Source: an optimization exercise on an open RTL-to-GDS flow (aim: small area, a short achievable clock period and few clock cycles per item). Production flows keep margins and buffers that such runs may drop. In this exercise RTL edits were held to simulation tests only and were not proved equivalent to the original. Power is estimated from default activity; no workload was simulated.

--- flow/config.mk ---
export PLATFORM = sky130hd
export DESIGN_NAME = modular_exponentiation_unit
export DESIGN_NICKNAME = modular_exponentiation_unit
export VERILOG_FILES = /design/flow/design.v
export SDC_FILE = /design/flow/constraint.sdc
export NUM_CORES = 4
export LEC_CHECK = 0
export CAP_MARGIN = 20
export CORE_MARGIN = 2
export CORE_UTILIZATION = 40
export SETUP_SLACK_MARGIN = 5
export SLEW_MARGIN = 20
--- flow/constraint.sdc ---
create_clock -name core_clock -period 9.0 [get_ports {i_clk}]
set_input_delay 1.8000 -clock core_clock [delete_from_list [all_inputs] [get_ports {i_clk}]]
set_output_delay 1.8000 -clock core_clock [all_outputs]
set_load 0.01 [all_outputs]
--- flow/design.v ---
`default_nettype none
package modexp_pkg;
    localparam int CFG_DATA_W = 32;
    localparam int CFG_IDX_W  = 2;
    localparam logic [CFG_IDX_W-1:0] CFG_EXPONENT = 2'd0;
    localparam logic [CFG_IDX_W-1:0] CFG_MODULUS  = 2'd1;
    localparam logic [CFG_DATA_W-1:0] EXPONENT_RESET = 32'd17;
    localparam logic [CFG_DATA_W-1:0] MODULUS_RESET  = 32'd3233;
endpackage
`default_nettype wire
`default_nettype none
module modexp_ctrl
#(
    parameter int VALUE_WIDTH = 32
) (
    input  wire logic       i_clk,
    input  wire logic       i_rst_n,
    input  wire logic       i_start,
    input  wire logic       i_exp_lt2,
    input  wire logic       i_mod_lt2,
    input  wire logic       i_exp_bit,     
    input  wire logic       i_mod_msb,     
    output logic [4:0]      o_j,           
    output logic [4:0]      o_cnt,         
    output logic            o_idle,        
    output logic            o_init,        
    output logic            o_run,         
    output logic            o_mul,         
    output logic            o_last,        
    output logic            o_next_mul,    
    output logic            o_fast_red,    
    input  wire logic [2:0] i_p_top,       
    output logic            o_busy,
    output logic            o_done
);
    typedef enum logic [1:0] {
        S_IDLE,
        S_INIT,
        S_SCAN,
        S_RUN
    } t_state;
    t_state     r_state, n_state;
    logic [4:0] r_j, n_j;
    logic [4:0] r_cnt, n_cnt;
    logic       r_mul, n_mul;
    logic       r_busy, n_busy;
    logic       r_done, n_done;
    assign o_last = (r_state == S_RUN) && (r_cnt == 5'd31);
    always_comb begin
        n_state = r_state;
        n_j     = r_j;
        n_cnt   = r_cnt;
        n_mul   = r_mul;
        n_busy  = r_busy;
        n_done  = 1'b0;
        case (r_state)
            S_IDLE: begin
                if (i_start) begin
                    n_state = S_INIT;
                    n_busy  = 1'b1;
                end
            end
            S_INIT: begin
                n_j   = 5'd31;
                n_cnt = 5'd0;
                if (i_exp_lt2) begin
                    n_state = S_RUN;
                    n_mul   = 1'b1;
                    n_cnt   = 5'd31;
                    n_j     = 5'd0;
                end else if (i_mod_lt2) begin
                    n_state = S_IDLE;
                    n_busy  = 1'b0;
                    n_done  = 1'b1;
                end else begin
                    n_state = S_SCAN;
                end
            end
            S_SCAN: begin
                if (i_exp_bit) begin
                    n_state = S_RUN;
                    n_mul   = 1'b1;
                    n_cnt   = i_mod_msb ? 5'd31 : 5'd0;
                end else begin
                    n_j = r_j - 5'd1;
                end
            end
            S_RUN: begin
                n_cnt = r_cnt + 5'd1;
                if (r_cnt == 5'd31) begin
                    if (!r_mul && i_exp_bit) begin
                        n_mul = 1'b1;
                    end else if (r_j == 5'd0) begin
                        n_state = S_IDLE;
                        n_busy  = 1'b0;
                        n_done  = 1'b1;
                    end else begin
                        n_j   = r_j - 5'd1;
                        n_mul = 1'b0;
                        n_cnt = i_p_top[2] ? 5'd0 :
                                i_p_top[1] ? 5'd1 :
                                i_p_top[0] ? 5'd2 : 5'd3;
                    end
                end
            end
            default: begin
                n_state = S_IDLE;
                n_busy  = 1'b0;
            end
        endcase
    end
    always_ff @(posedge i_clk) begin
        if (!i_rst_n) begin
            r_state <= S_IDLE;
            r_busy  <= 1'b0;
            r_done  <= 1'b0;
        end else begin
            r_state <= n_state;
            r_busy  <= n_busy;
            r_done  <= n_done;
        end
        r_j   <= n_j;
        r_cnt <= n_cnt;
        r_mul <= n_mul;
    end
    assign o_j        = r_j;
    assign o_cnt      = r_cnt;
    assign o_idle     = (r_state == S_IDLE);
    assign o_init     = (r_state == S_INIT);
    assign o_run      = (r_state == S_RUN);
    assign o_mul      = r_mul;
    assign o_next_mul = (n_state == S_RUN) && n_mul;
    assign o_fast_red = ((r_state == S_SCAN) && i_exp_bit && i_mod_msb) ||
                        ((r_state == S_INIT) && i_exp_lt2);
    assign o_busy     = r_busy;
    assign o_done     = r_done;
endmodule
`default_nettype wire
`default_nettype none
module modexp_dp
#(
    parameter int VALUE_WIDTH = 32,
    parameter int ADD_ARCH    = 1
) (
    input  wire logic [VALUE_WIDTH-1:0] i_p,
    input  wire logic [VALUE_WIDTH-1:0] i_b,
    input  wire logic                   i_a_bit,
    input  wire logic [VALUE_WIDTH-1:0] i_m,
    input  wire logic                   i_keep,    
    output logic      [VALUE_WIDTH-1:0] o_p_next
);
    localparam int W = VALUE_WIDTH;
    localparam int X = W + 3;    
    logic [X-1:0] x, y, nm1, nm2;
    logic [X-1:0] s1, c1, s2, c2;
    logic [X-1:0] t0, t1, t2;
    assign x   = {2'b00, i_p, 1'b0};
    assign y   = i_a_bit ? {3'b000, i_b} : '0;
    assign nm1 = ~{3'b000, i_m};
    assign nm2 = ~{2'b00, i_m, 1'b0};
    assign s1 = x ^ y ^ nm1;
    assign c1 = (x & y) | (x & nm1) | (y & nm1);
    assign s2 = x ^ y ^ nm2;
    assign c2 = (x & y) | (x & nm2) | (y & nm2);
    modexp_add #(.N(X), .ARCH(ADD_ARCH)) u_add0 (.i_a(x),  .i_b(y),                   .i_ci(1'b0), .o_sum(t0));
    modexp_add #(.N(X), .ARCH(ADD_ARCH)) u_add1 (.i_a(s1), .i_b({c1[X-2:0], 1'b0}), .i_ci(1'b1), .o_sum(t1));
    modexp_add #(.N(X), .ARCH(ADD_ARCH)) u_add2 (.i_a(s2), .i_b({c2[X-2:0], 1'b0}), .i_ci(1'b1), .o_sum(t2));
    always_comb begin
        if (!t2[X-1] && !i_keep)      o_p_next = t2[W-1:0];
        else if (!t1[X-1] && !i_keep) o_p_next = t1[W-1:0];
        else               o_p_next = t0[W-1:0];
    end
endmodule
module modexp_add
#(
    parameter int N    = 35,
    parameter int ARCH = 0
) (
    input  wire logic [N-1:0] i_a,
    input  wire logic [N-1:0] i_b,
    input  wire logic         i_ci,
    output logic      [N-1:0] o_sum
);
    localparam int L = $clog2(N);
    logic [N-1:0] g0, p0;
    logic [N-1:0] g [0:2*L];
    logic [N-1:0] p [0:2*L];
    logic [N:0]   c;
    assign g0 = i_a & i_b;
    assign p0 = i_a ^ i_b;
    always_comb begin
        for (int l = 0; l <= 2*L; l++) begin
            g[l] = '0;
            p[l] = '0;
        end
        g[0] = g0;
        p[0] = p0;
        g[0][0] = g0[0] | (p0[0] & i_ci);
        if (ARCH == 1) begin
            for (int l = 0; l < L; l++) begin
                g[l+1] = g[l];
                p[l+1] = p[l];
                for (int k = 0; k < N; k++) begin
                    if (((k >> l) & 1) == 1) begin
                        g[l+1][k] = g[l][k] | (p[l][k] & g[l][((k >> l) << l) - 1]);
                        p[l+1][k] = p[l][k] & p[l][((k >> l) << l) - 1];
                    end
                end
            end
            for (int l = L; l < 2*L; l++) begin
                g[l+1] = g[l];
                p[l+1] = p[l];
            end
        end else begin
            for (int l = 0; l < L; l++) begin
                g[l+1] = g[l];
                p[l+1] = p[l];
                for (int k = 0; k < N; k++) begin
                    if ((k % (1 << (l+1))) == (1 << (l+1)) - 1) begin
                        g[l+1][k] = g[l][k] | (p[l][k] & g[l][k - (1 << l)]);
                        p[l+1][k] = p[l][k] & p[l][k - (1 << l)];
                    end
                end
            end
            for (int l = L - 1; l >= 0; l--) begin
                g[2*L-l] = g[2*L-l-1];
                p[2*L-l] = p[2*L-l-1];
                for (int k = 0; k < N; k++) begin
                    if (k >= (1 << (l+1)) && (k % (1 << (l+1))) == (1 << l) - 1) begin
                        g[2*L-l][k] = g[2*L-l-1][k] | (p[2*L-l-1][k] & g[2*L-l-1][k - (1 << l)]);
                        p[2*L-l][k] = p[2*L-l-1][k] & p[2*L-l-1][k - (1 << l)];
                    end
                end
            end
        end
    end
    assign c     = {g[2*L], i_ci};
    assign o_sum = p0 ^ c[N-1:0];
endmodule
`default_nettype wire
`default_nettype none
module modular_exponentiation_unit
#(
    parameter int VALUE_WIDTH = 32
) (
    input  wire logic                   i_clk,
    input  wire logic                   i_rst_n,
    input  wire logic                   i_start,
    input  wire logic [VALUE_WIDTH-1:0] i_base_value,
    input  wire logic                   i_is_last,
    output logic                        o_busy,
    output logic                        o_done,
    output logic [VALUE_WIDTH-1:0]      o_power_value,
    output logic                        o_last_out,
    input  wire logic                   i_cfg_we,
    input  wire logic [modexp_pkg::CFG_IDX_W-1:0]  i_cfg_index,
    input  wire logic [modexp_pkg::CFG_DATA_W-1:0] i_cfg_data
);
    localparam int W = VALUE_WIDTH;
    logic [W-1:0] r_exponent, r_modulus, exponent;
    logic         r_exp_rst;    
    always_ff @(posedge i_clk) begin
        if (!i_rst_n) begin
            r_modulus  <= modexp_pkg::MODULUS_RESET[W-1:0];
        end else if (i_cfg_we && i_cfg_index == modexp_pkg::CFG_MODULUS) begin
            r_modulus  <= i_cfg_data[W-1:0];
        end
        if (!i_rst_n) begin
            r_exp_rst  <= 1'b1;
        end else if (i_cfg_we && i_cfg_index == modexp_pkg::CFG_EXPONENT) begin
            r_exp_rst  <= 1'b0;
        end
        if (i_rst_n && i_cfg_we && i_cfg_index == modexp_pkg::CFG_EXPONENT) begin
            r_exponent <= i_cfg_data[W-1:0];
        end
    end
    assign exponent = r_exp_rst ? modexp_pkg::EXPONENT_RESET[W-1:0] : r_exponent;
    logic       exp_lt2, mod_lt2, exp_bit;
    logic [4:0] j, cnt;
    logic       idle, init, run, mul, last, next_mul, fast_red;
    assign exp_lt2 = (exponent[W-1:1] == '0);
    assign mod_lt2 = (r_modulus[W-1:1] == '0);
    assign exp_bit = exponent[j];
    modexp_ctrl #(
        .VALUE_WIDTH(VALUE_WIDTH)
    ) u_ctrl (
        .i_clk      (i_clk),
        .i_rst_n    (i_rst_n),
        .i_start    (i_start),
        .i_exp_lt2  (exp_lt2),
        .i_mod_lt2  (mod_lt2),
        .i_exp_bit  (exp_bit),
        .i_mod_msb  (r_modulus[W-1]),
        .o_j        (j),
        .o_cnt      (cnt),
        .o_idle     (idle),
        .o_init     (init),
        .o_run      (run),
        .o_mul      (mul),
        .o_last     (last),
        .o_next_mul (next_mul),
        .o_fast_red (fast_red),
        .i_p_top    (p_next[W-1:W-3]),
        .o_busy     (o_busy),
        .o_done     (o_done)
    );
    logic [W-1:0] r_base, r_acc, r_p;
    logic         r_a_bit, r_tag, r_first, r_keep;
    logic [W-1:0] base_d, p_next, b_op;
    logic         acc_bit;
    assign b_op = r_first ? {{(W-1){1'b0}}, 1'b1} : r_acc;
    modexp_dp #(
        .VALUE_WIDTH(VALUE_WIDTH)
    ) u_dp (
        .i_p      (r_p),
        .i_b      (b_op),
        .i_a_bit  (r_a_bit),
        .i_m      (r_modulus),
        .i_keep   (r_keep),
        .o_p_next (p_next)
    );
    always_comb begin
        if (idle)            base_d = i_base_value;
        else if (run && mul && !(r_first && r_modulus[W-1]))
                             base_d = {r_base[W-2:0], r_base[W-1]};
        else                 base_d = r_base;
    end
    assign acc_bit = r_acc[5'd30 - cnt];
    always_ff @(posedge i_clk) begin
        r_base <= base_d;
        if (idle) begin
            r_tag <= i_is_last;
        end
        if (init) begin
            r_keep <= exp_lt2;
        end
        if (init) begin
            r_first <= 1'b1;
        end else if (last) begin
            r_first <= 1'b0;
        end
        if (init || last) begin
            r_acc <= p_next;
        end
        if (fast_red)  r_p <= {1'b0, r_base[W-1:1]};
        else           r_p <= (run && !last) ? p_next : '0;
        if (fast_red)  r_a_bit <= r_base[0];
        else if (next_mul) r_a_bit <= base_d[W-1];
        else if (last) r_a_bit <= |p_next[W-1:W-4];   
        else if (run)  r_a_bit <= acc_bit;
        else           r_a_bit <= 1'b0;
    end
    assign o_power_value = r_acc;
    assign o_last_out    = r_tag;
endmodule
`default_nettype wire
--- flow/flow/run.sh ---
#!/bin/bash
# the standard layout, with the port buffers made from the smallest buffer cell
set -euo pipefail
export BUFFER_PORTS_ARGS="-buffer_cell sky130_fd_sc_hd__buf_1"
bash standard.sh > standard.log 2>&1
--- flow/standard.sh ---
#!/bin/bash
# synth_recipe.tcl (not shown) runs the flow's synth.tcl, then flattens the netlist and writes it again
# the make line also repeats each setting of config.mk as NAME=value (left out here)
make -C /OpenROAD-flow-scripts/flow DESIGN_CONFIG=/design/flow/config.mk WORK_HOME=/design/flow/orfs CLKGATE_MAP_FILE= SYNTH_SCRIPT=/design/flow/synth_recipe.tcl "${@:-finish}"
==> results of run 1 <==
-- power groups by stage --
| stage | Sequential, uW | Clock (uW) | Combinational [uW] |
|---|---|---|---|
| 6_report | 1070 | 756 | 349 |
| 4_1_cts | 1070 | 769 | 340 |
| 2_1_floorplan | 1040 | 0 | 216 |
| 3_5_place_dp | 1090 | 0 | 332 |
| 3_3_place_gp | 1090 | 0 | 328 |
| 5_1_grt | 1080 | 803 | 385 |
-- per-stage QoR --
| step | setup WS [ps] | area, um^2 |
|---|---|---|
| 3_5_place_dp | 3360 | 14500 |
| 5_1_grt | 4480 | 16500 |
| 6_report | 4560 | 16500 |
| 4_1_cts | 4520 | 15900 |
| 2_1_floorplan | 4750 | 13700 |
| 3_3_place_gp | 3460 | 14500 |
-- layout by cell type, fill, tap and decap left out, types with 9 or more instances in the layout --
master | synthesis | routed
nor3_1 | 21 | 19
nand3_1 | 13 | 12
a21o_1 | 18 | 18
o21a_1 | 15 | 14
buf_6 | 0 | 12
nor4_1 | 17 | 17
mux2i_1 | 19 | 10
a21oi_2 | 0 | 14
dfxtp_1 | 73 | 71
ha_1 | 100 | 95
nor2_1 | 52 | 46
mux4_2 | 13 | 13
xor2_1 | 25 | 25
buf_4 | 0 | 32
inv_1 | 174 | 170
o21bai_1 | 15 | 15
a22o_1 | 28 | 28
o211ai_1 | 10 | 10
fa_1 | 76 | 75
a21oi_1 | 114 | 93
and2_1 | 28 | 20
nand2_1 | 206 | 204
edfxtp_1 | 107 | 107
clkbuf_16 | 0 | 19
buf_1 | 3 | 105
xnor2_1 | 42 | 42
o21ai_0 | 79 | 67
buf_12 | 0 | 9
-- metal layers --
metal	up-vias	track usage	share of wire	wire length, um
li1	5353	-	-	-
met1	5590	0.359	0.47	19900
met2	480	0.357	0.44	18500
met3	59	0.0309	0.073	3080
met4	0	0.0661	0.022	949
met5	-	0	0	0
-- worst max-delay path: stages, from the launching register on --
cell and delay [ps]:
dfxtp_4 360, buf_4 160, nor2b_4 200, buf_4 160, and2_1 240, fa_1 500
ha_1 330, and4_1 200, nor3b_2 250, a21bo_4 280, nor4b_4 150, o41a_1 390
or2_4 300, buf_12 150, o221a_4 280, a31o_1 220
-- worst min-delay path by stage --
stage          slack [ps]            end           from  cells after the start
2_1_floorplan         440        r_p[23]     r_base[24]                      2
3_3_place_gp          460   r_modulus[2]   r_modulus[2]                      2
3_5_place_dp          470  r_modulus[17]  r_modulus[17]                      2
4_1_cts               480  r_modulus[17]  r_modulus[17]                      2
5_1_grt               510   r_modulus[6]   r_modulus[6]                      2
6_report              480  r_modulus[17]  r_modulus[17]                      2
-- registers in the layout (all words and copies together), names as in the netlist, 2 cells and up --
| register | count |
|---|---|
| u_ctrl.r_j | 5 |
| r_acc | 32 |
| u_ctrl.r_state | 2 |
| r_base | 32 |
| r_p | 32 |
| u_ctrl.r_cnt | 5 |
| r_modulus | 32 |
| r_exponent | 32 |
-- what timing repair did --
action | in CTS | in global routing
setup endpoints to repair | 67 | 100
pin swaps | 41 | 31
setup buffers | 30 | 17
gates resized for setup | 112 | 64
cloned | 7 | 2
-- kinds of logic after synthesis --
family	count (synthesis)	share of synthesized area
XOR/XNOR	67	0.0432
flip-flops	180	0.344
AO/OA/AOI/OAI	369	0.177
AND/OR/NAND/NOR	391	0.134
buffers and inverters	227	0.0634
multiplexers	32	0.0355
adder cells (fa/ha/maj)	176	0.204
-- final cells by class --
class	instances	area [um^2]
fillers	3110	17000
multi-input cells	1037	8810
flip-flops and latches	180	4680
repair buffers	169	1200
inverters	174	659
well taps	448	561
clock buffers	17	425
clock inverters	15	156
==> impl_results.md, run 1 <==
- Iteration-0 DRC Markers: 992
- Post-synth top cells: 206 x nand2_1, 174 x inv_1, 114 x a21oi_1
- # rows: 67
- TritonCTS clock tree: done
- Sequential fraction of the synthesis area: 0.344
- Post-synth EDFFs: 107
- Crit Reg-Reg Startpoint: r_first
- Clock network power share: 0.348
- Synthesized flop and latch total: 180
- Skew final: 12.2 ps
- Asr flop ratio synth: 0
- P_leak: about 0.0067 uW
- Distinct cells, synth: 73
- Worst-path clk slew: 80 ps
- Max Slew Vio Count: 0
- Outcome: finished clean
- R2R cell count: 15
- Die Span X: 188 um
- Area Growth Syn to Fin: 21.3%
- Setup TNS Final: 0 ps
- Initial antenna violation count: 0
- Worst Path Max Fanout: 6
- Crit path launch type: flip-flop
- Max-cap violations: 0
- Most frequent cell after synthesis: nand2_1
- # IOs: 106
- R2R Setup Slk: 4560 ps
- Share of the synthesized area in the top cell type: 0.236
- Top_reg_cell synth: edfxtp_1
- RSZ-0062 raised after global routing: yes
- Pin count of the biggest net entering global routing: 64
- Period Utilization, post-route: 0.493
- Clk latency of the worst-skew pair: 450 ps
- GR Overflow Total: 0
- Worst setup EP type: flip-flop
- Max Fclk: 0.225 GHz
- TritonCTS Buffers: 17
- Comb power frac: 0.160
- Routed vias: 11482
- Crit path to: u_ctrl.r_cnt[1]
- Tmin final: between 4000 and 5000 ps
- Worst Tran Pin Value: 1020 ps
- Antenna-violating nets left: 0
- Placed instance count: 1951
- Mapped cell area: 13600 um^2
- Synth area leader: edfxtp_1
- Gp weighted congestion: 0.903
- Total track usage: 0.238
- Vias in the first global route: ~11000
- Post-DP HPWL: 30.1 mm
- Core Region: 33500 um^2
- Port bufs: 105
- CP Class: flip-flop to flip-flop
- DIE AREA: ~35000 um^2
- TritonCTS Sinks: 180
- Power Dens Cells: 132 nW/um^2
- Via-per-instance ratio: between 5 and 6
- Diodes inserted: 0
- CP required: 9210 ps
- Post-synthesis average cell area: 9.43 um^2
- Slew HR: 0.311
- Drt drc: 0
- Initial Utilization: 0.406
- # setup viols final: 0
- RR Endpoint: u_ctrl.r_cnt[1]
- Hold Crit Class: flip-flop to flip-flop
- Hold-fix buffers at CTS: 0
- Pwr Total: 2180 uW
- Ys Warns: 6
- First-pass GRT wire length: 64.7 mm
- 1st-pass router iterations: 7
- P_sw: 705 uW
- Int Pwr: 1470 uW
- Cells after synthesis: 1442
- Layout Nets: around 1800
- Final hold violation count: 0
- Sw Ratio: 0.324
- VDD IR max: 0.000143 V
- Post-route non-filler standard cell count: 2040
- Proportion of layout cells with a drive suffix above 1: 0.139
- Min Hold Slack: roughly 480 ps
- Final Core Density: 0.492
- Ranking of synthesized cells by area: edfxtp_1 24%, fa_1 11%, dfxtp_1 11%
- CTS root buffer: clkbuf_16
- Worst Path Arrival: 4650 ps
- H-tree depth: 4
- WL/cell: 20.8 um
- Routed wire length: 42.5 mm
- Deepest clock path buffer count: 2
- Flop pwr share: 0.492
- Die Y: approximately 190 um
- Worst Setup SP: r_first
- Syn nets: between 1500 and 2000
Testbench counts, summed over its fixed seeds: cycles 365,233, items 256.
==> run 2: changes to the inputs <==
--- a/flow/design.v
+++ b/flow/design.v
@@ -31,3 +31,3 @@
     output logic            o_fast_red,    
-    input  wire logic [2:0] i_p_top,       
+    input  wire logic       i_p_msb,       
     output logic            o_busy,
@@ -99,5 +99,3 @@
                         n_mul = 1'b0;
-                        n_cnt = i_p_top[2] ? 5'd0 :
-                                i_p_top[1] ? 5'd1 :
-                                i_p_top[0] ? 5'd2 : 5'd3;
+                        n_cnt = {4'd0, !i_p_msb};
                     end
@@ -147,2 +145,3 @@
     input  wire logic                   i_a_bit,
+    input  wire logic                   i_a_bit_n,   
     input  wire logic [VALUE_WIDTH-1:0] i_m,
@@ -157,3 +156,3 @@
     assign x   = {2'b00, i_p, 1'b0};
-    assign y   = i_a_bit ? {3'b000, i_b} : '0;
+    assign y   = {3'b000, (i_a_bit_n ? '0 : i_b[W-1:W/2]), (i_a_bit ? i_b[W/2-1:0] : '0)};
     assign nm1 = ~{3'b000, i_m};
@@ -302,3 +301,3 @@
         .o_fast_red (fast_red),
-        .i_p_top    (p_next[W-1:W-3]),
+        .i_p_msb    (p_next[W-1]),
         .o_busy     (o_busy),
@@ -307,3 +306,4 @@
     logic [W-1:0] r_base, r_acc, r_p;
-    logic         r_a_bit, r_tag, r_first, r_keep;
+    logic         r_a_bit, r_a_bit_n, r_tag, r_first, r_keep;
+    logic         a_bit_d;
     logic [W-1:0] base_d, p_next, b_op;
@@ -317,2 +317,3 @@
         .i_a_bit  (r_a_bit),
+        .i_a_bit_n(r_a_bit_n),
         .i_m      (r_modulus),
@@ -328,2 +329,9 @@
     assign acc_bit = r_acc[5'd30 - cnt];
+    always_comb begin
+        if (fast_red)      a_bit_d = r_base[0];
+        else if (next_mul) a_bit_d = base_d[W-1];
+        else if (last)     a_bit_d = p_next[W-1] | p_next[W-2];   
+        else if (run)      a_bit_d = acc_bit;
+        else               a_bit_d = 1'b0;
+    end
     always_ff @(posedge i_clk) begin
@@ -346,7 +354,4 @@
         else           r_p <= (run && !last) ? p_next : '0;
-        if (fast_red)  r_a_bit <= r_base[0];
-        else if (next_mul) r_a_bit <= base_d[W-1];
-        else if (last) r_a_bit <= |p_next[W-1:W-4];   
-        else if (run)  r_a_bit <= acc_bit;
-        else           r_a_bit <= 1'b0;
+        r_a_bit   <= a_bit_d;
+        r_a_bit_n <= !a_bit_d;
     end
==> run 2 against run 1 <==
  * Worst setup slack better by 250 ps
  * Clock-buffer cell count rose by 1
  * Non-clock buffer count grew 8
  * Largest cell class unchanged
  * Clock skew shrank 2.3 ps
  * Critical path depth grew 3
  * Global-route usage about the same
  * Synthesized area is 2.0% higher
  * Register-to-register slack better by 250 ps
  * Highest routed layer unchanged
  * Combinational power grew 58%
==> impl_results.md, run 2 <==
- Outcome: finished clean
- Antenna-violating nets left: 0 (unchanged)
- Final hold violation count: 0 (unchanged)
- Gp weighted congestion: 0.913 (+1.1%)
- Ranking of synthesized cells by area: edfxtp_1 23%, fa_1 11%, dfxtp_1 11%
- Worst setup EP type: flip-flop
- H-tree depth: 4 (unchanged)
- Initial Utilization: 0.404 (-0.00199)
- Synthesized flop and latch total: 181 (+0.56%)
- DP Area: 14700 um^2 (+1.5%)
- TritonCTS Buffers: 17 (unchanged)
- Area Growth Syn to Fin: 21.9%
- Synth area leader: edfxtp_1
- Slew HR: 0.349 (+0.0387)
- P_leak: 0.00690 uW (+3.5%)
- Skew final: 9.89 ps (-2.32 ps)
- Top_reg_cell synth: edfxtp_1
- First-pass GRT wire length: 65.0 mm (+0.44%)
- Syn nets: 1699 (+0.59%)
- Die Y: 190 um (+0.98%)
- Sequential fraction of the synthesis area: 0.338 (-0.00532)
- Proportion of layout cells with a drive suffix above 1: 0.177 (+0.0375)
- Vias in the first global route: 11309 (+1.1%)
- Deepest clock path buffer count: 2 (unchanged)
- CP required: 9210 ps (about the same)
- Tmin final: 4190 ps (-252 ps)
- Crit path launch type: flip-flop
- Post-synthesis average cell area: 9.55 um^2 (+1.3%)
- Port bufs: 105 (unchanged)
- Core Region: 34400 um^2 (+2.5%)
- RSZ-0062 raised after global routing: yes
- Pin count of the biggest net entering global routing: 75 (+17%)
- Post-DP HPWL: 30.8 mm (+2.2%)
- Most frequent cells in the layout: 192 x nand2_1, 164 x inv_1, 107 x edfxtp_1
- # IOs: 106 (unchanged)
- Ys Warns: 6 (unchanged)
- Critical-path top delay cell: fa_1
- # rows: 68 (+1.5%)
- Period Utilization, post-route: 0.465 (-0.0280)
- Iteration-0 DRC Markers: 1131 (+14%)
- CTS root buffer: clkbuf_16
- Cells after synthesis: 1452 (+0.69%)
- Mapped cell area: 13900 um^2 (+2.0%)
- Power Dens Cells: 149 nW/um^2 (+13%)
- CP Class: flip-flop to flip-flop
- Clk latency of the worst-skew pair: 450 ps (about the same)
- DIE AREA: 36200 um^2 (+2.0%)
- Commonest non-fill, non-tap cell in the layout: nand2_1
- Asr flop ratio synth: 0 (unchanged)
- WL/cell: 21.2 um (+1.8%)
- Via-per-instance ratio: 5.63 (about the same)
- Hold-fix buffers at CTS: 0 (unchanged)
- GR Overflow Total: 0 (unchanged)
- Layout Nets: 1850 (+1.3%)
- Distinct cells, synth: 86 (+18%)
- Die Span X: 190 um (+0.98%)
- CP max stage delay: 490 ps (about the same)
- TritonCTS clock tree: done
- TritonCTS Sinks: 181 (+0.56%)
- Finished Cell Area: 16900 um^2 (+2.6%)
- Routed wire length: 43.9 mm (+3.3%)
- Worst Path Max Fanout: 8 (+2)
- Worst-path clk slew: 80 ps (about the same)
- Hold Crit Class: flip-flop to flip-flop
- CP Cell Sequence: nor2b_4 > buf_6 > and2_4 > inv_1 > fa_1 > inv_1 > ha_4 > nand4_1 > nor3_4 > a32oi_4 > a2111oi_4 > o211ai_2 > a21o_4 > buf_6 > and2_4 > o311a_1 > a211o_1 > and2_1
- Final Core Density: 0.492 (about the same)
- Share of the synthesized area in the top cell type: 0.232 (-0.00465)
- Most frequent cell after synthesis: nand2_1
- # setup viols final: 0 (unchanged)
- VDD IR max: 0.000141 V (-1.0%)
- Initial antenna violation count: 0 (unchanged)
- Max Fclk: 0.239 GHz (+6.0%)
- Post-synth EDFFs: 107 (unchanged)
- Max-cap violations: 0 (unchanged)
- Post-synth top cells: 216 x nand2_1, 170 x inv_1, 107 x edfxtp_1
- Drt drc: 0 (unchanged)
- Total track usage: 0.237 (-0.000344)
- Worst Tran Pin Value: 974 ps (-50.9 ps)
- Max Slew Vio Count: 0 (unchanged)
- Setup TNS Final: 0 ps (unchanged)
- Worst Path Arrival: 4390 ps (-260 ps)
- 1st-pass router iterations: 5 (-2)
- Routed vias: 11651 (+1.5%)
- Fillers: 3181 (+2.3%)
- Diodes inserted: 0 (unchanged)
-- run 2: changes by cell type after synthesis, sizes merged, moves of 6 or more --
cell / change
clkbuf: -6
mux2i: -9
nor2b: +6
xor2: -7
and2: +6
nand2: +12
a21o: +13
o21bai: -6
a31oi: +13
a21oi: -9
-- run 2: power by group --
part	leakage, uW	total [uW]	switching [uW]	internal [uW]
clock network	0.000294	767	381	386
registers	0.00163	1210	141	1070
logic	0.00498	551	366	186
total	0.00690	2530	888	1640
-- run 2: final timing paths --
path	startpoint	cells past startpoint	slack, ps	end
max	r_first	18	4810	r_acc[15]
min	r_modulus[6]	2	490	r_modulus[6]
max reg2reg	r_first	18	4810	r_acc[15]
min reg2reg	r_modulus[6]	2	490	r_modulus[6]
-- run 2: logic make-up after synthesis --
kind of cell / synth area share
DFF: 0.338
muxes: 0.0373
and+or+nand+nor: 0.138
adders and majority gates: 0.200
AOI/OAI and AO/OA: 0.181
xor gates and xnor gates: 0.0404
buffers and inverters: 0.0649
-- run 2: metrics by stage --
step | setup slack [ps] | cells | hold WS, ps | total power, uW
final | 4810 | 2071 | 485 | 2530
after global routing | 4710 | 2071 | 519 | 2640
after CTS | 4900 | 2042 | 486 | 2520
after detailed placement | 3960 | 1973 | 470 | 1750
after global placement | 4090 | 1972 | 466 | 1750
after floorplan | 5050 | 1452 | 449 | 1510
-- run 2: critical path, delay by kind of cell (launching register included) --
kind | cells | cell delay (ps)
compound gates | 6 | 1320
simple gates | 6 | 1040
fa+ha+maj | 2 | 780
buf+inv | 4 | 420
flops | 1 | 370
-- run 2: area by class of cell --
| cell class | instances | area, um^2 | share of cell area |
|---|---|---|---|
| multi-input combinational | 1056 | 9250 | 0.547 |
| timing repair buffer | 177 | 1170 | 0.0689 |
| inverter | 170 | 641 | 0.0379 |
| sequential | 181 | 4700 | 0.278 |
| clock inverter | 14 | 138 | 0.00814 |
| clock buffer | 18 | 450 | 0.0266 |
| tap | 455 | 569 | 0.0337 |
-- run 2: metal layers --
layer | track usage | routed length [um]
met1 | 0.350 | 19900
met2 | 0.350 | 19000
met3 | 0.0477 | 3780
met4 | 0.0725 | 1240
met5 | 0 | 0
-- run 2: timing repair --
action / in CTS / in global routing
setup endpoints to repair: 67 / 67
setup buffers: 32 / 25
gates cloned: 5 / 4
pin swaps: 31 / 45
gates resized for setup: 78 / 144
Testbench counts of run 2, summed over its fixed seeds: cycles 369,088, items 256.
==> run 3: changes to the inputs <==
--- a/flow/design.v
+++ b/flow/design.v
@@ -31,3 +31,4 @@
     output logic            o_fast_red,    
-    input  wire logic       i_p_msb,       
+    input  wire logic       i_sq_first,    
+    input  wire logic [1:0] i_acc_lz,      
     output logic            o_busy,
@@ -88,3 +89,3 @@
             S_RUN: begin
-                n_cnt = r_cnt + 5'd1;
+                n_cnt = i_sq_first ? {3'd0, i_acc_lz} + 5'd1 : r_cnt + 5'd1;
                 if (r_cnt == 5'd31) begin
@@ -99,3 +100,2 @@
                         n_mul = 1'b0;
-                        n_cnt = {4'd0, !i_p_msb};
                     end
@@ -142,6 +142,5 @@
 ) (
-    input  wire logic [VALUE_WIDTH-1:0] i_p,
+    input  wire logic [VALUE_WIDTH-1:0] i_p,       
     input  wire logic [VALUE_WIDTH-1:0] i_b,
     input  wire logic                   i_a_bit,
-    input  wire logic                   i_a_bit_n,   
     input  wire logic [VALUE_WIDTH-1:0] i_m,
@@ -156,3 +155,3 @@
     assign x   = {2'b00, i_p, 1'b0};
-    assign y   = {3'b000, (i_a_bit_n ? '0 : i_b[W-1:W/2]), (i_a_bit ? i_b[W/2-1:0] : '0)};
+    assign y   = i_a_bit ? {3'b000, i_b} : '0;
     assign nm1 = ~{3'b000, i_m};
@@ -301,3 +300,4 @@
         .o_fast_red (fast_red),
-        .i_p_msb    (p_next[W-1]),
+        .i_sq_first (sq_first),
+        .i_acc_lz   (acc_lz),
         .o_busy     (o_busy),
@@ -306,5 +306,9 @@
     logic [W-1:0] r_base, r_acc, r_p;
-    logic         r_a_bit, r_a_bit_n, r_tag, r_first, r_keep;
-    logic         a_bit_d;
+    logic         r_a_bit, r_tag, r_first, r_keep;
     logic [W-1:0] base_d, p_next, b_op;
+    logic         r_first_step, a_other;
+    logic         sq_first;
+    logic [1:0]   acc_lz;
+    assign sq_first = run && r_first_step && !mul;
+    assign acc_lz   = r_acc[W-1] ? 2'd0 : r_acc[W-2] ? 2'd1 : r_acc[W-3] ? 2'd2 : 2'd3;
     logic         acc_bit;
@@ -317,3 +321,2 @@
         .i_a_bit  (r_a_bit),
-        .i_a_bit_n(r_a_bit_n),
         .i_m      (r_modulus),
@@ -330,7 +333,7 @@
     always_comb begin
-        if (fast_red)      a_bit_d = r_base[0];
-        else if (next_mul) a_bit_d = base_d[W-1];
-        else if (last)     a_bit_d = p_next[W-1] | p_next[W-2];   
-        else if (run)      a_bit_d = acc_bit;
-        else               a_bit_d = 1'b0;
+        if (fast_red)      a_other = r_base[0];
+        else if (next_mul) a_other = base_d[W-1];
+        else if (sq_first) a_other = r_acc[5'd30 - {3'd0, acc_lz}];
+        else if (run)      a_other = acc_bit;
+        else               a_other = 1'b0;
     end
@@ -354,4 +357,4 @@
         else           r_p <= (run && !last) ? p_next : '0;
-        r_a_bit   <= a_bit_d;
-        r_a_bit_n <= !a_bit_d;
+        r_first_step <= !(run && !last);
+        r_a_bit <= (last && !next_mul) ? |p_next[W-1:W-4] : a_other;
     end
--- a/flow/config.mk
+++ b/flow/config.mk
@@ -10,3 +10,3 @@
 export CORE_UTILIZATION = 40
-export SETUP_SLACK_MARGIN = 5
+export SETUP_SLACK_MARGIN = 4.5
 export SLEW_MARGIN = 20
==> run 3 against run 2 <==
  * Largest power group unchanged
  * Highest routed layer unchanged
  * Synthesized cell count is 1.1% higher
  * Largest cell class unchanged
  * Critical path type unchanged
  * Clock power is 3% lower
  * Still clean
  * Via count is 4.3% lower
  * Flip-flop and latch count stayed put
  * Clock-buffer cell count stayed put
  * Worst hold slack better by 6.4 ps
  * Utilization is 4.1 points lower
==> impl_results.md, run 3 <==
- Cells after synthesis: 1468 (+1.1%)
- H-tree depth: 4 (unchanged)
- Flop pwr share: 0.486 (+0.008)
- Initial antenna violation count: 1 (+1)
- Distinct cells, synth: 80 (-7.0%)
- Post-route non-filler standard cell count: 2033 (-1.8%)
- Deepest clock path buffer count: 2 (unchanged)
- Max-cap violations: 0 (unchanged)
- Commonest non-fill, non-tap cell in the layout: nand2_1
- Fillers: 3391 (+6.6%)
- Final hold violation count: 0 (unchanged)
- Synthesized flop and latch total: 181 (unchanged)
- # setup viols final: 0 (unchanged)
- Period Utilization, post-route: 0.480 (+0.0147)
- Pin count of the biggest net entering global routing: 49 (-35%)
- 1st-pass router iterations: 5 (unchanged)
- Iteration-0 DRC Markers: 764 (-32%)
- Post-DP HPWL: 31.4 mm (+1.8%)
- Core Region: 34500 um^2 (+0.25%)
- P_leak: 0.00647 uW (-6.2%)
- # IOs: 106 (unchanged)
- Hold Crit Class: flip-flop to flip-flop
- TritonCTS Sinks: 181 (unchanged)
- Drt drc: 0 (unchanged)
- DIE AREA: 36400 um^2 (+0.46%)
- Syn nets: 1717 (+1.1%)
- # rows: 68 (unchanged)
- WL/cell: 20.1 um (-5.0%)
- Clk latency of the worst-skew pair: 460 ps (about the same)
- Crit path launch type: flip-flop
- GR Overflow Total: 0 (unchanged)
- Placed instance count: 1988 (+0.76%)
- Post-synth EDFFs: 107 (unchanged)
- VDD IR max: 0.000144 V (+2.0%)
- Initial Utilization: 0.404 (+0.000892)
- Worst Tran Pin Value: 1100 ps (+129 ps)
- Synth area leader: edfxtp_1
- Int Pwr: 1510 uW (-7.7%)
- Asr flop ratio synth: 0 (unchanged)
- Hold-fix buffers at CTS: 0 (unchanged)
- Diodes inserted: 0 (unchanged)
- Die Y: 191 um (+0.23%)
- Proportion of layout cells with a drive suffix above 1: 0.0741 (-0.103)
- Sw Ratio: 0.322 (-0.0297)
- Worst Path Arrival: 4670 ps (+280 ps)
- Mapped cell area: 13900 um^2 (+0.47%)
- CP required: 9350 ps (+140 ps)
- Via-per-instance ratio: 5.49 (-2.5%)
- Outcome: finished clean
- CTS root buffer: clkbuf_16
- TritonCTS clock tree: done
- Skew final: 12.5 ps (+2.61 ps)
- Setup TNS Final: 0 ps (unchanged)
- Layout Nets: 1814 (-1.9%)
- Tmin final: 4320 ps (+132 ps)
- Gp weighted congestion: 0.905 (-0.83%)
- Post-synthesis average cell area: 9.49 um^2 (-0.63%)
- Share of the synthesized area in the top cell type: 0.231 (-0.00108)
- R2R Setup Slk: 4680 ps (-130 ps)
- First-pass GRT wire length: 62.6 mm (-3.7%)
- P_sw: 718 uW (-19%)
- Slew HR: 0.263 (-0.0868)
- Port bufs: 105 (unchanged)
- Area Growth Syn to Fin: 11.4%
- Most frequent cells in the layout: 199 x nand2_1, 167 x inv_1, 107 x edfxtp_1
- Vias in the first global route: 10885 (-3.7%)
- CP Class: flip-flop to flip-flop
- Clock network power share: 0.335 (+0.032)
- Most frequent cell after synthesis: nand2_1
- Die Span X: 191 um (+0.23%)
- Power Dens Cells: 144 nW/um^2 (-3.8%)
- Max Fclk: 0.232 GHz (-3.1%)
- Final Core Density: 0.451 (-0.0413)
- Worst setup EP type: flip-flop
- Comb power frac: 0.179 (-0.039)
- Ys Warns: 6 (unchanged)
- Pre-CTS setup slack: 3300 ps (-658 ps)
- Antenna-violating nets left: 0 (unchanged)
- Max Slew Vio Count: 0 (unchanged)
- Total track usage: 0.230 (-0.00778)
- Sequential fraction of the synthesis area: 0.337 (-0.00158)
- Worst-path clk slew: 80 ps (about the same)
- Worst Path Max Fanout: 23 (+15)
- Ranking of synthesized cells by area: edfxtp_1 23%, fa_1 11%, dfxtp_1 11%
- Top_reg_cell synth: edfxtp_1
- RSZ-0062 raised after global routing: no
- Final WS setup: 4680 ps (-132 ps)
- Routed vias: 11153 (-4.3%)
- TritonCTS Buffers: 17 (unchanged)
- Routed wire length: 40.9 mm (-6.8%)
- Post-synth top cells: 200 x nand2_1, 167 x inv_1, 107 x edfxtp_1
==> run 3: cell types whose count changed after synthesis, moves of 7 or more <==
cell	before	now
a211oi_1	13	4
a21boi_0	3	29
a21oi_1	104	86
a31oi_1	21	11
buf_4	1	8
clkbuf_1	35	27
mux2i_1	10	23
nand2_1	216	200
nand3_1	16	23
nor2_1	53	69
o211ai_1	12	27
o21ai_0	65	72
xor2_1	18	27
==> run 3: timing repair <==
| action | 4_1_cts | 5_1_grt |
|---|---|---|
| cloned | 2 | 0 |
| pin swaps | 3 | 4 |
| setup endpoints to repair | 65 | 63 |
| resized for setup | 13 | 13 |
| buffers inserted | 4 | 7 |
==> run 3: path summary, 6_finish.rpt <==
| path | end | from | depth (start not counted) |
|---|---|---|---|
| setup / recovery | r_a_bit | r_a_bit | 17 |
| hold / removal | r_modulus[30] | r_modulus[30] | 2 |
| setup reg to reg | r_a_bit | r_a_bit | 17 |
| hold reg to reg | r_modulus[30] | r_modulus[30] | 2 |
==> run 3: power groups by stage <==
stage	clock (uW)	combinational, uW	sequential [uW]
2_1_floorplan	0	256	1070
3_3_place_gp	0	394	1100
3_5_place_dp	0	396	1100
4_1_cts	765	401	1090
5_1_grt	794	436	1100
6_report	747	400	1090
==> run 3: per-layer routing <==
metal  part of all wire  wire, um  track usage
met3              0.065      2670       0.0396
met2               0.44     18200        0.356
met5                  0         0            0
met4              0.029      1200       0.0832
met1               0.46     18900        0.322
==> run 3: stage by stage <==
| step | area (um^2) | hold WS, ps | power, uW |
|---|---|---|---|
| after global placement | 14800 | 471 | 1500 |
| final | 15500 | 492 | 2230 |
| after CTS | 15400 | 495 | 2250 |
| after detailed placement | 14800 | 484 | 1500 |
| after floorplan | 13900 | 449 | 1320 |
| after global routing | 15500 | 528 | 2330 |
==> run 3: kinds of logic (layout without fill, tap and decap cells) <==
family / count (synthesis) / after routing / synth area share
AND/OR/NAND/NOR: 426 / 426 / 0.143
AO/OA/AOI/OAI: 348 / 350 / 0.166
buffers and inverters: 220 / 328 / 0.0631
flip-flops: 181 / 181 / 0.337
adder cells (fa/ha/maj): 178 / 178 / 0.201
XOR/XNOR: 70 / 70 / 0.0440
multiplexers: 45 / 45 / 0.0464
==> run 3: worst max-delay path, cell delays in order (launching register included) <==
cell and delay, ps:
dfxtp_1 350, nor2b_4 200, buf_4 170, nand2_1 120
fa_1 520, inv_1 50, ha_1 370, a21o_1 210
a21o_1 190, a2111oi_0 430, nor3_1 190, a21oi_2 290
o21a_4 260, buf_12 210, mux2i_1 200, mux2i_1 120
o21ba_2 250, a31oi_1 70
==> run 3: layout make-up <==
class                           instances  area [um^2]  share of cell area
Clock buffer                           18          439              0.0283
Clock inverter                         14          136             0.00878
Inverter                              168          631              0.0406
Multi-Input combinational cell       1069         8480               0.546
Sequential cell                       181         4690               0.302
Tap cell                              455          569              0.0367
Timing Repair Buffer                  128          583              0.0375
Testbench counts of run 3, summed over its fixed seeds: cycles 365,233, items 256.
==> run 4: changes to the inputs <==
--- a/flow/config.mk
+++ b/flow/config.mk
@@ -10,3 +10,3 @@
 export CORE_UTILIZATION = 40
-export SETUP_SLACK_MARGIN = 4.5
+export SETUP_SLACK_MARGIN = 4.0
 export SLEW_MARGIN = 20
==> run 4 against run 3 <==
  * Still clean on timing, DRC and antenna
  * Flip-flop and latch count stayed put
  * Die area stayed put
  * Wire length is 1.1% lower
  * Clock-buffer cell count stayed put
  * Non-clock buffer count is 7 lower
  * Clock skew is 0.54 ps higher
  * Critical path type unchanged
  * Largest power group unchanged
  * Highest routed layer unchanged
==> impl_results.md, run 4 <==
- Clk latency of the worst-skew pair: 460 ps (about the same)
- RR Endpoint: r_p[8]
- Pre-CTS setup slack: 3300 ps (unchanged)
- Max-cap violations: 0 (unchanged)
- R2R cell count: 17 (unchanged)
- Worst Path Max Fanout: 23 (unchanged)
- VDD IR max: 0.000143 V (-0.44%)
- # setup viols final: 0 (unchanged)
- TritonCTS Sinks: 181 (unchanged)
- Mapped cell area: 13900 um^2 (unchanged)
- Syn nets: 1717 (unchanged)
- Tmin final: 4660 ps (+345 ps)
- Routed wire length: 40.5 mm (-1.1%)
- CP max stage delay: 470 ps (-50 ps)
- Power Dens Cells: 145 nW/um^2 (+0.58%)
- Hold-fix buffers at CTS: 0 (unchanged)
- Worst-path clk slew: 80 ps (about the same)
- Final WS setup: 4340 ps (-345 ps)
- DIE AREA: 36400 um^2 (unchanged)
- Post-route non-filler standard cell count: 2025 (-0.39%)
- Initial Utilization: 0.404 (unchanged)
- P_leak: 0.00642 uW (-0.83%)
- GR Overflow Total: 0 (unchanged)
- Most frequent cells in the layout: 200 x nand2_1, 167 x inv_1, 107 x edfxtp_1
- Proportion of layout cells with a drive suffix above 1: 0.0643 (-0.00981)
- Post-DP HPWL: 31.4 mm (unchanged)
- Hold path endpoint: r_modulus[30]
- Final Core Density: 0.447 (-0.00341)
- Worst setup EP type: flip-flop
- Worst hold stages: 2 (unchanged)
- WL/cell: 20.0 um (-0.70%)
- 1st-pass router iterations: 5 (unchanged)
- Antenna-violating nets left: 0 (unchanged)
- CP Class: flip-flop to flip-flop
- Pwr Total: 2230 uW (-0.18%)
- Vias in the first global route: 10849 (-0.33%)
- Deepest clock path buffer count: 2 (unchanged)
- Max Fclk: 0.214 GHz (-7.4%)
- Routed vias: 11090 (-0.56%)
- H-tree depth: 4 (unchanged)
- Top_reg_cell synth: edfxtp_1
- Worst Path Arrival: 5070 ps (+400 ps)
- R2R Setup Slk: 4340 ps (-340 ps)
- Crit path launch type: flip-flop
- Iteration-0 DRC Markers: 796 (+4.2%)
- Post-synthesis average cell area: 9.49 um^2 (unchanged)
- Fillers: 3407 (+0.47%)
- Period Utilization, post-route: 0.518 (+0.0383)
- Setup TNS Final: 0 ps (unchanged)
- Critical-path top delay cell: fa_1
- CTS root buffer: clkbuf_16
- Diodes inserted: 0 (unchanged)
- Worst Tran Pin Value: 1390 ps (+290 ps)
- Commonest non-fill, non-tap cell in the layout: nand2_1
- Ys Warns: 6 (unchanged)
- Post-synth EDFFs: 107 (unchanged)
- Share of the synthesized area in the top cell type: 0.231 (unchanged)
- Area Growth Syn to Fin: 10.6%
- # IOs: 106 (unchanged)
- Final hold violation count: 0 (unchanged)
- RSZ-0062 raised after global routing: no
- Die Span X: 191 um (unchanged)
- Core Region: 34500 um^2 (unchanged)
- Placed instance count: 1988 (unchanged)
- # rows: 68 (unchanged)
- Initial antenna violation count: 1 (unchanged)
- Distinct cells, synth: 80 (unchanged)
- Asr flop ratio synth: 0 (unchanged)
- TritonCTS Buffers: 17 (unchanged)
- Hold Startpoint: r_modulus[30]
- Sequential fraction of the synthesis area: 0.337 (unchanged)
- Gp weighted congestion: 0.905 (unchanged)
- Buf/Inv on CP: 4 (+1)
- CP required: 9400 ps (+50 ps)
- Delay-heaviest family, CP: compound AO/OA/AOI/OAI gates
- Skew final: 13.0 ps (+0.544 ps)
- Ranking of synthesized cells by area: edfxtp_1 23%, fa_1 11%, dfxtp_1 11%
- Synth area leader: edfxtp_1
- Drt drc: 0 (unchanged)
- Cells after synthesis: 1468 (unchanged)
- Port bufs: 105 (unchanged)
- Outcome: finished clean
- Total track usage: 0.227 (-0.00317)
- Most frequent cell after synthesis: nand2_1
- Synthesized flop and latch total: 181 (unchanged)
- Via-per-instance ratio: 5.48 (-0.17%)
- Die Y: 191 um (unchanged)
- Pin count of the biggest net entering global routing: 49 (unchanged)
- CP Cell Sequence: nor2b_4 > buf_4 > and2_1 > inv_1 > fa_1 > inv_1 > fa_1 > a21oi_1 > nor2_1 > o211ai_1 > and3_1 > o21a_1 > o21a_4 > buf_6 > mux2_2 > o21ai_0 > a22o_1
- First-pass GRT wire length: 61.8 mm (-1.3%)
- Slew HR: 0.0590 (-0.204)
- Post-synth top cells: 200 x nand2_1, 167 x inv_1, 107 x edfxtp_1
- TritonCTS clock tree: done
- Hold Crit Class: flip-flop to flip-flop
- Layout Nets: 1806 (-0.44%)
- Max Slew Vio Count: 0 (unchanged)
- Crit Reg-Reg Startpoint: r_a_bit
==> run 4: cell counts after synthesis <==
No cell type changed its count.
==> run 4: cell families after synthesis <==
| logic type | synth area share |
|---|---|
| flops | 0.337 |
| xor+xnor | 0.0440 |
| simple gates | 0.143 |
| compound gates | 0.166 |
| mux | 0.0464 |
| fa+ha+maj | 0.201 |
| buf+inv | 0.0631 |
==> run 4: power by group <==
group | leakage (uW) | switching [uW] | internal, uW
Clock | 0.000274 | 371 | 374
Sequential | 0.00163 | 89.8 | 996
Combinational | 0.00451 | 254 | 144
==> run 4: metal layers <==
metal / GRT usage / wire length [um] / vias up
met4: 0.0808 / 1170 / 0
met3: 0.0396 / 2350 / 53
li1: - / - / 5330
met5: 0 / 0 / -
met2: 0.349 / 17800 / 341
met1: 0.319 / 19200 / 5366
==> run 4: final cells by class <==
class	count	area [um^2]	share of cell area
flip-flops and latches	181	4690	0.305
multi-input cells	1068	8430	0.547
clock inverters	14	136	0.00885
clock buffers	18	439	0.0285
well taps	455	569	0.0369
repair buffers	121	518	0.0336
inverters	168	631	0.0409
==> run 4: what timing repair did <==
action,CTS,global route
buffers inserted,3,1
endpoints found under the setup margin,65,21
gates cloned,0,1
pin swaps,1,1
resized for setup,5,3
==> run 4: tightest hold or removal path, stage by stage (launching register included) <==
cell and delay [ps]:
dfxtp_1 320, nand2_1 50, a21boi_0 70
==> run 4: metrics by stage <==
step	hold slack (ps)	area (um^2)
detailed placement	484	14800
CTS	495	15400
finish	490	15400
floorplan	449	13900
global placement	471	14800
global route	528	15400
==> run 4: worst max-delay path by stage <==
stage | startpoint | end | cells past startpoint | slack (ps)
2_1_floorplan | i_rst_n | r_exponent[0] | 2 | 4560
3_3_place_gp | r_first | r_a_bit | 17 | 3420
3_5_place_dp | r_first | r_a_bit | 17 | 3300
4_1_cts | r_first | r_p[8] | 17 | 4180
5_1_grt | r_first | r_p[8] | 17 | 4040
6_report | r_a_bit | r_p[8] | 17 | 4340
==> run 5: changes to the inputs <==
--- a/flow/config.mk
+++ b/flow/config.mk
@@ -10,3 +10,5 @@
 export CORE_UTILIZATION = 40
-export SETUP_SLACK_MARGIN = 4.0
+export CTS_CLUSTER_DIAMETER = 150
+export CTS_CLUSTER_SIZE = 40
+export SETUP_SLACK_MARGIN = 4.5
 export SLEW_MARGIN = 20
==> run 5 against run 4 <==
  * Synthesized area unchanged
  * Via count up 0.57%
  * Die area unchanged
  * Synthesized cell count unchanged
  * Largest power group unchanged
  * Maximum frequency up 8.0%
  * Critical endpoint is now r_a_bit
  * Critical path type unchanged
==> impl_results.md, run 5 <==
- Synth area leader: edfxtp_1
- Max-cap violations: 0 (unchanged)
- GR Overflow Total: 0 (unchanged)
- Clk latency of the worst-skew pair: 460 ps (about the same)
- Iteration-0 DRC Markers: 764 (-4.0%)
- R2R Setup Slk: 4680 ps (+340 ps)
- Sequential fraction of the synthesis area: 0.337 (unchanged)
- Worst Tran Pin Value: 1100 ps (-290 ps)
- Worst Path Max Fanout: 23 (unchanged)
- Setup TNS Final: 0 ps (unchanged)
- Routed wire length: 40.9 mm (+1.1%)
- Power Dens Cells: 144 nW/um^2 (-0.58%)
- Max Fclk: 0.232 GHz (+8.0%)
- Port bufs: 105 (unchanged)
- Placed instance count: 1988 (unchanged)
- Pin count of the biggest net entering global routing: 49 (unchanged)
- Total track usage: 0.230 (+0.00317)
- Post-synthesis average cell area: 9.49 um^2 (unchanged)
- Die Y: 191 um (unchanged)
- P_leak: 0.00647 uW (+0.84%)
- Distinct cells, synth: 80 (unchanged)
- Core Region: 34500 um^2 (unchanged)
- Post-DP HPWL: 31.4 mm (unchanged)
- DIE AREA: 36400 um^2 (unchanged)
- VDD IR max: 0.000144 V (+0.44%)
- Worst setup EP type: flip-flop
- Worst Path Arrival: 4670 ps (-400 ps)
- Post-synth top cells: 200 x nand2_1, 167 x inv_1, 107 x edfxtp_1
- Max Slew Vio Count: 0 (unchanged)
- Initial antenna violation count: 1 (unchanged)
- Antenna-violating nets left: 0 (unchanged)
- Slew HR: 0.263 (+0.204)
- Cells after synthesis: 1468 (unchanged)
- Period Utilization, post-route: 0.480 (-0.0383)
- Deepest clock path buffer count: 2 (unchanged)
- Area Growth Syn to Fin: 11.4%
- Outcome: finished clean
- Mapped cell area: 13900 um^2 (unchanged)
- Drt drc: 0 (unchanged)
- First-pass GRT wire length: 62.6 mm (+1.3%)
- Ys Warns: 6 (unchanged)
- Crit path launch type: flip-flop
- Top_reg_cell synth: edfxtp_1
- Initial Utilization: 0.404 (unchanged)
- Via-per-instance ratio: 5.49 (+0.17%)
- Ranking of synthesized cells by area: edfxtp_1 23%, fa_1 11%, dfxtp_1 11%
- Skew final: 12.5 ps (-0.544 ps)
- H-tree depth: 4 (unchanged)
- RSZ-0062 raised after global routing: no
- Diodes inserted: 0 (unchanged)
- Most frequent cells in the layout: 199 x nand2_1, 167 x inv_1, 107 x edfxtp_1
- Die Span X: 191 um (unchanged)
- Vias in the first global route: 10885 (+0.33%)
- Routed vias: 11153 (+0.57%)
- Tmin final: 4320 ps (-345 ps)
- CP required: 9350 ps (-50 ps)
- TritonCTS clock tree: done
- Commonest non-fill, non-tap cell in the layout: nand2_1
- Asr flop ratio synth: 0 (unchanged)
- Worst-path clk slew: 80 ps (about the same)
- Gp weighted congestion: 0.905 (unchanged)
- CTS root buffer: clkbuf_16
- WL/cell: 20.1 um (+0.71%)
- Proportion of layout cells with a drive suffix above 1: 0.0741 (+0.00981)
- CP Class: flip-flop to flip-flop
- # IOs: 106 (unchanged)
- TritonCTS Buffers: 17 (unchanged)
- TritonCTS Sinks: 181 (unchanged)
- Hold Crit Class: flip-flop to flip-flop
- Synthesized flop and latch total: 181 (unchanged)
- Syn nets: 1717 (unchanged)
- # setup viols final: 0 (unchanged)
- Post-synth EDFFs: 107 (unchanged)
- Most frequent cell after synthesis: nand2_1
- Post-route non-filler standard cell count: 2033 (+0.40%)
- # rows: 68 (unchanged)
- Final hold violation count: 0 (unchanged)
- 1st-pass router iterations: 5 (unchanged)
- Layout Nets: 1814 (+0.44%)
- Hold-fix buffers at CTS: 0 (unchanged)
- Share of the synthesized area in the top cell type: 0.231 (unchanged)
run 5: cell count changes in the layout (fill, tap and decap cells not counted), moves of 2 or more:
cell / before / now
o21a_2: 0 / 2
o21ai_0: 72 / 67
o21ai_1: 5 / 9
buf_4: 15 / 21
run 5: worst paths after layout:
kind / from / endpoint / cells after the start
worst min-delay path: r_modulus[30] / r_modulus[30] / 2
worst min register to register: r_modulus[30] / r_modulus[30] / 2
worst max register to register: r_a_bit / r_a_bit / 17
worst max-delay path: r_a_bit / r_a_bit / 17
run 5: timing repair:
action                                  CTS  global route
buffers inserted                          4             7
endpoints found under the setup margin   65            63
pin swaps                                 3             4
gates resized for setup                  13            13
hold endpoints to repair                  0             0
gates cloned                              2             0
run 5: cell families (layout without fill, tap and decap cells):
kind of cell / count (synthesis) / in the layout / share of synthesized area
and+or+nand+nor: 426 / 426 / 0.143
AOI/OAI and AO/OA: 348 / 350 / 0.166
buffers and inverters: 220 / 328 / 0.0631
DFF: 181 / 181 / 0.337
adders and majority gates: 178 / 178 / 0.201
xor gates and xnor gates: 70 / 70 / 0.0440
muxes: 45 / 45 / 0.0464
run 5: critical path: stages (launching register included):
cell and delay [ps]:
dfxtp_1 350, nor2b_4 200, buf_4 170, nand2_1 120
fa_1 520, inv_1 50, ha_1 370, a21o_1 210
a21o_1 190, a2111oi_0 430, nor3_1 190, a21oi_2 290
o21a_4 260, buf_12 210, mux2i_1 200, mux2i_1 120
o21ba_2 250, a31oi_1 70
run 5: per-stage QoR:
stage	instance area (um^2)	setup WS [ps]	hold WS, ps	total power, uW	utilization
floorplan	13900	4560	449	1320	-
global placement	14800	3420	471	1500	0.429
detailed placement	14800	3300	484	1500	0.429
CTS	15400	4490	495	2250	0.448
global route	15500	4480	528	2330	0.451
finish	15500	4680	492	2230	0.451
run 5: cell type report:
type / instances / area (um^2)
inverters: 168 / 631
well taps: 455 / 569
clock inverters: 14 / 136
multi-input cells: 1069 / 8480
flip-flops and latches: 181 / 4690
fillers: 3391 / 18900
repair buffers: 128 / 583
clock buffers: 18 / 439
run 5: where the power goes:
group          leakage [uW]  total [uW]  switching [uW]  internal [uW]
Clock              0.000274         747             373            374
Combinational       0.00457         400             256            144
Sequential          0.00163        1090            89.7            995
Total               0.00647        2230             718           1510
run 5: per-layer routing:
| layer | vias to the layer above | GRT usage | share of wire |
|---|---|---|---|
| li1 | 5347 | - | - |
| met1 | 5391 | 0.322 | 0.46 |
| met2 | 364 | 0.356 | 0.44 |
| met3 | 51 | 0.0396 | 0.065 |
| met4 | 0 | 0.0832 | 0.029 |
| met5 | - | 0 | 0 |
==> run 6: changes to the inputs <==
--- a/flow/config.mk
+++ b/flow/config.mk
@@ -10,5 +10,3 @@
 export CORE_UTILIZATION = 40
-export CTS_CLUSTER_DIAMETER = 150
-export CTS_CLUSTER_SIZE = 40
-export SETUP_SLACK_MARGIN = 4.5
+export SETUP_SLACK_MARGIN = 5
 export SLEW_MARGIN = 20
==> run 6 against run 5 <==
  * Via count is 4.2% higher
  * Synthesized area stayed put
  * Clock power is 0.8% higher
  * Register-to-register slack better by 210 ps
  * Combinational power is 5% higher
  * Non-clock buffer count is 57 higher
  * Clock skew is 5.4 ps higher
  * Clock-buffer cell count stayed put
  * Wire length is 7.3% higher
  * Sequential share of layout area is 2.5 points lower
  * Largest power group unchanged
==> impl_results.md, run 6 <==
- R2R cell count: 18 (+1)
- # setup viols final: 0 (unchanged)
- Synthesized flop and latch total: 181 (unchanged)
- TritonCTS Sinks: 181 (unchanged)
- Post-synthesis average cell area: 9.49 um^2 (unchanged)
- Proportion of layout cells with a drive suffix above 1: 0.176 (+0.102)
- Initial Utilization: 0.404 (unchanged)
- Syn nets: 1717 (unchanged)
- Die Span X: 191 um (unchanged)
- Core Region: 34500 um^2 (unchanged)
- Iteration-0 DRC Markers: 834 (+9.2%)
- Ranking of synthesized cells by area: edfxtp_1 23%, fa_1 11%, dfxtp_1 11%
- Tmin final: 4110 ps (-208 ps)
- Period Utilization, post-route: 0.457 (-0.0231)
- Skew final: 17.9 ps (+5.42 ps)
- Most frequent cell after synthesis: nand2_1
- Mapped cell area: 13900 um^2 (unchanged)
- Max Slew Vio Count: 0 (unchanged)
- Commonest non-fill, non-tap cell in the layout: nand2_1
- Worst-path clk slew: 80 ps (about the same)
- Final hold violation count: 0 (unchanged)
- Buf/Inv on CP: 4 (+1)
- Post-DP HPWL: 31.4 mm (about the same)
- 1st-pass router iterations: 7 (+2)
- # IOs: 106 (unchanged)
- Max Fclk: 0.243 GHz (+5.1%)
- Crit path launch type: flip-flop
- Gp weighted congestion: 0.921 (+1.7%)
- TritonCTS clock tree: done
- Power Dens Cells: 134 nW/um^2 (-7.1%)
- Worst Path Arrival: 4460 ps (-210 ps)
- Asr flop ratio synth: 0 (unchanged)
- CP max stage delay: 510 ps (about the same)
- Antenna-violating nets left: 0 (unchanged)
- Post-synth top cells: 200 x nand2_1, 167 x inv_1, 107 x edfxtp_1
- Distinct cells, synth: 80 (unchanged)
- Worst Path Max Fanout: 7 (-70%)
- Setup TNS Final: 0 ps (unchanged)
- Post-synth EDFFs: 107 (unchanged)
- Clk latency of the worst-skew pair: 470 ps (about the same)
- Outcome: finished clean
- VDD IR max: 0.000136 V (-5.2%)
- Ys Warns: 6 (unchanged)
- Deepest clock path buffer count: 2 (unchanged)
- Via-per-instance ratio: 5.56 (+1.4%)
- GR Overflow Total: 0 (unchanged)
- Pin count of the biggest net entering global routing: 70 (+43%)
- Max-cap violations: 0 (unchanged)
- Delay-heaviest family, CP: compound AO/OA/AOI/OAI gates
- Top_reg_cell synth: edfxtp_1
- RSZ-0062 raised after global routing: yes
- TritonCTS Buffers: 17 (unchanged)
- CP Cell Sequence: nor2b_4 > buf_8 > and2_4 > inv_2 > fa_1 > inv_2 > fa_2 > a21oi_4 > nor2_4 > o211ai_1 > and3_4 > o21a_1 > o21a_4 > buf_12 > mux2i_1 > mux2i_1 > o21ba_2 > a31oi_2
- Critical-path top delay cell: fa_1
- Initial antenna violation count: 0 (-1)
- WL/cell: 21.0 um (+4.3%)
- H-tree depth: 4 (unchanged)
- Total track usage: 0.236 (+0.00649)
- Hold Crit Class: flip-flop to flip-flop
- Area Growth Syn to Fin: 21.6%
- Most frequent cells in the layout: 192 x nand2_1, 161 x inv_1, 107 x edfxtp_1
- CP Class: flip-flop to flip-flop
- Vias in the first global route: 11076 (+1.8%)
- Routed vias: 11621 (+4.2%)
- Sequential fraction of the synthesis area: 0.337 (unchanged)
- Worst hold stages: 2 (unchanged)
- Die Y: 191 um (unchanged)
- Levels on crit path: 18 (+1)
- DIE AREA: 36400 um^2 (unchanged)
- Routed wire length: 43.9 mm (+7.3%)
- CTS root buffer: clkbuf_16
- Synth area leader: edfxtp_1
- Worst Tran Pin Value: 893 ps (-210 ps)
- Layout Nets: 1871 (+3.1%)
- Slew HR: 0.403 (+0.140)
- Fillers: 3226 (-4.9%)
- # rows: 68 (unchanged)
- P_leak: 0.00700 uW (+8.2%)
- Drt drc: 0 (unchanged)
- Port bufs: 105 (unchanged)
- Pwr Total: 2260 uW (+1.4%)
- First-pass GRT wire length: 64.4 mm (+2.8%)
- Hold-fix buffers at CTS: 0 (unchanged)
- Worst setup EP type: flip-flop
- Share of the synthesized area in the top cell type: 0.231 (unchanged)
- Diodes inserted: 0 (unchanged)
- CP required: 9350 ps (about the same)
- Cells after synthesis: 1468 (unchanged)
run 6: cell families (layout without fill, tap and decap cells):
group                      count (synthesis)  in the layout  share of synthesized area
AOI/OAI and AO/OA                        348            350                      0.166
xor gates and xnor gates                  70             70                     0.0440
adders and majority gates                178            178                      0.201
buffers and inverters                    220            385                     0.0631
DFF                                      181            181                      0.337
muxes                                     45             45                     0.0464
and+or+nand+nor                          426            426                      0.143
run 6: what timing repair did:
action	in CTS	in global routing
gates resized for setup	87	125
cloned	4	6
endpoints found under the setup margin	65	65
buffers inserted	32	27
pin swaps	24	62
run 6: metal layers:
metal	vias up	track usage	share of wire
met3	65	0.0318	0.066
met2	416	0.360	0.45
li1	5461	-	-
met1	5679	0.337	0.45
met4	0	0.0972	0.032
met5	-	0	0
run 6: worst paths after layout:
kind	start	to	slack [ps]
worst max-delay path	r_a_bit	r_a_bit	4890
worst min-delay path	r_modulus[2]	r_modulus[2]	490
worst max register to register	r_a_bit	r_a_bit	4890
worst min register to register	r_modulus[2]	r_modulus[2]	490
run 6: report_power, final:
part,switching (uW),internal (uW)
sequential,96.3,996
combinational,263,156
clock,365,388
total,724,1540
run 6: tightest hold or removal path, cell delays in order, from the launching register on:
cell and delay, ps:
dfxtp_1 330, nand2_1 50, a21boi_0 60
run 6: through the flow:
step           cells  instance area (um^2)  worst slack [ps]  hold slack [ps]  utilization
2_1_floorplan   1468                 14000              5070              449            -
3_3_place_gp    1988                 14800              3470              476        0.429
3_5_place_dp    1988                 14800              3480              484        0.429
4_1_cts         2056                 16100              4990              494        0.467
5_1_grt         2090                 17000              4750              511        0.492
6_report        2090                 17000              4890              494        0.492
run 6: area by class of cell:
type / instances / area [um^2] / share of cell area
Sequential cell: 181 / 4700 / 0.277
Inverter: 168 / 633 / 0.0373
Multi-Input combinational cell: 1069 / 9220 / 0.544
Timing Repair Buffer: 185 / 1260 / 0.0746
Clock buffer: 18 / 429 / 0.0253
Tap cell: 455 / 569 / 0.0336
Clock inverter: 14 / 143 / 0.00841

-- static timing again, ports no longer ideal --
The results above use ideal ports. As a check the final layouts listed here were re-extracted and re-timed, cells and wires unchanged. Step 1 assumes that a clkbuf_16 drives the clock port and a buf_2 every other input. Step 2 also shifts input and output timing later by t, the mid clock arrival at the registers, as if the neighbouring blocks saw the same clock. Three values: no drivers, after step 1, after step 2; two values: the first two.
run | t (ns) | setup slack, ns | worst setup path after step 2 | cell pins on the clock port's net
run 1 | 0.492 | 4.561 / 4.561 / 4.561 | register to register | 1
run 2 | 0.498 | 4.813 / 4.813 / 4.813 | register to register | 1
run 3 | 0.508 | 4.681 / 4.681 / 4.681 | register to register | 1
run 4 | 0.506 | 4.336 / 4.336 / 4.336 | register to register | 1
run 5 | 0.508 | 4.681 / 4.681 / 4.681 | register to register | 1
run 6 | 0.515 | 4.889 / 4.889 / 4.889 | register to register | 1
After both steps every run listed still meets setup and hold.
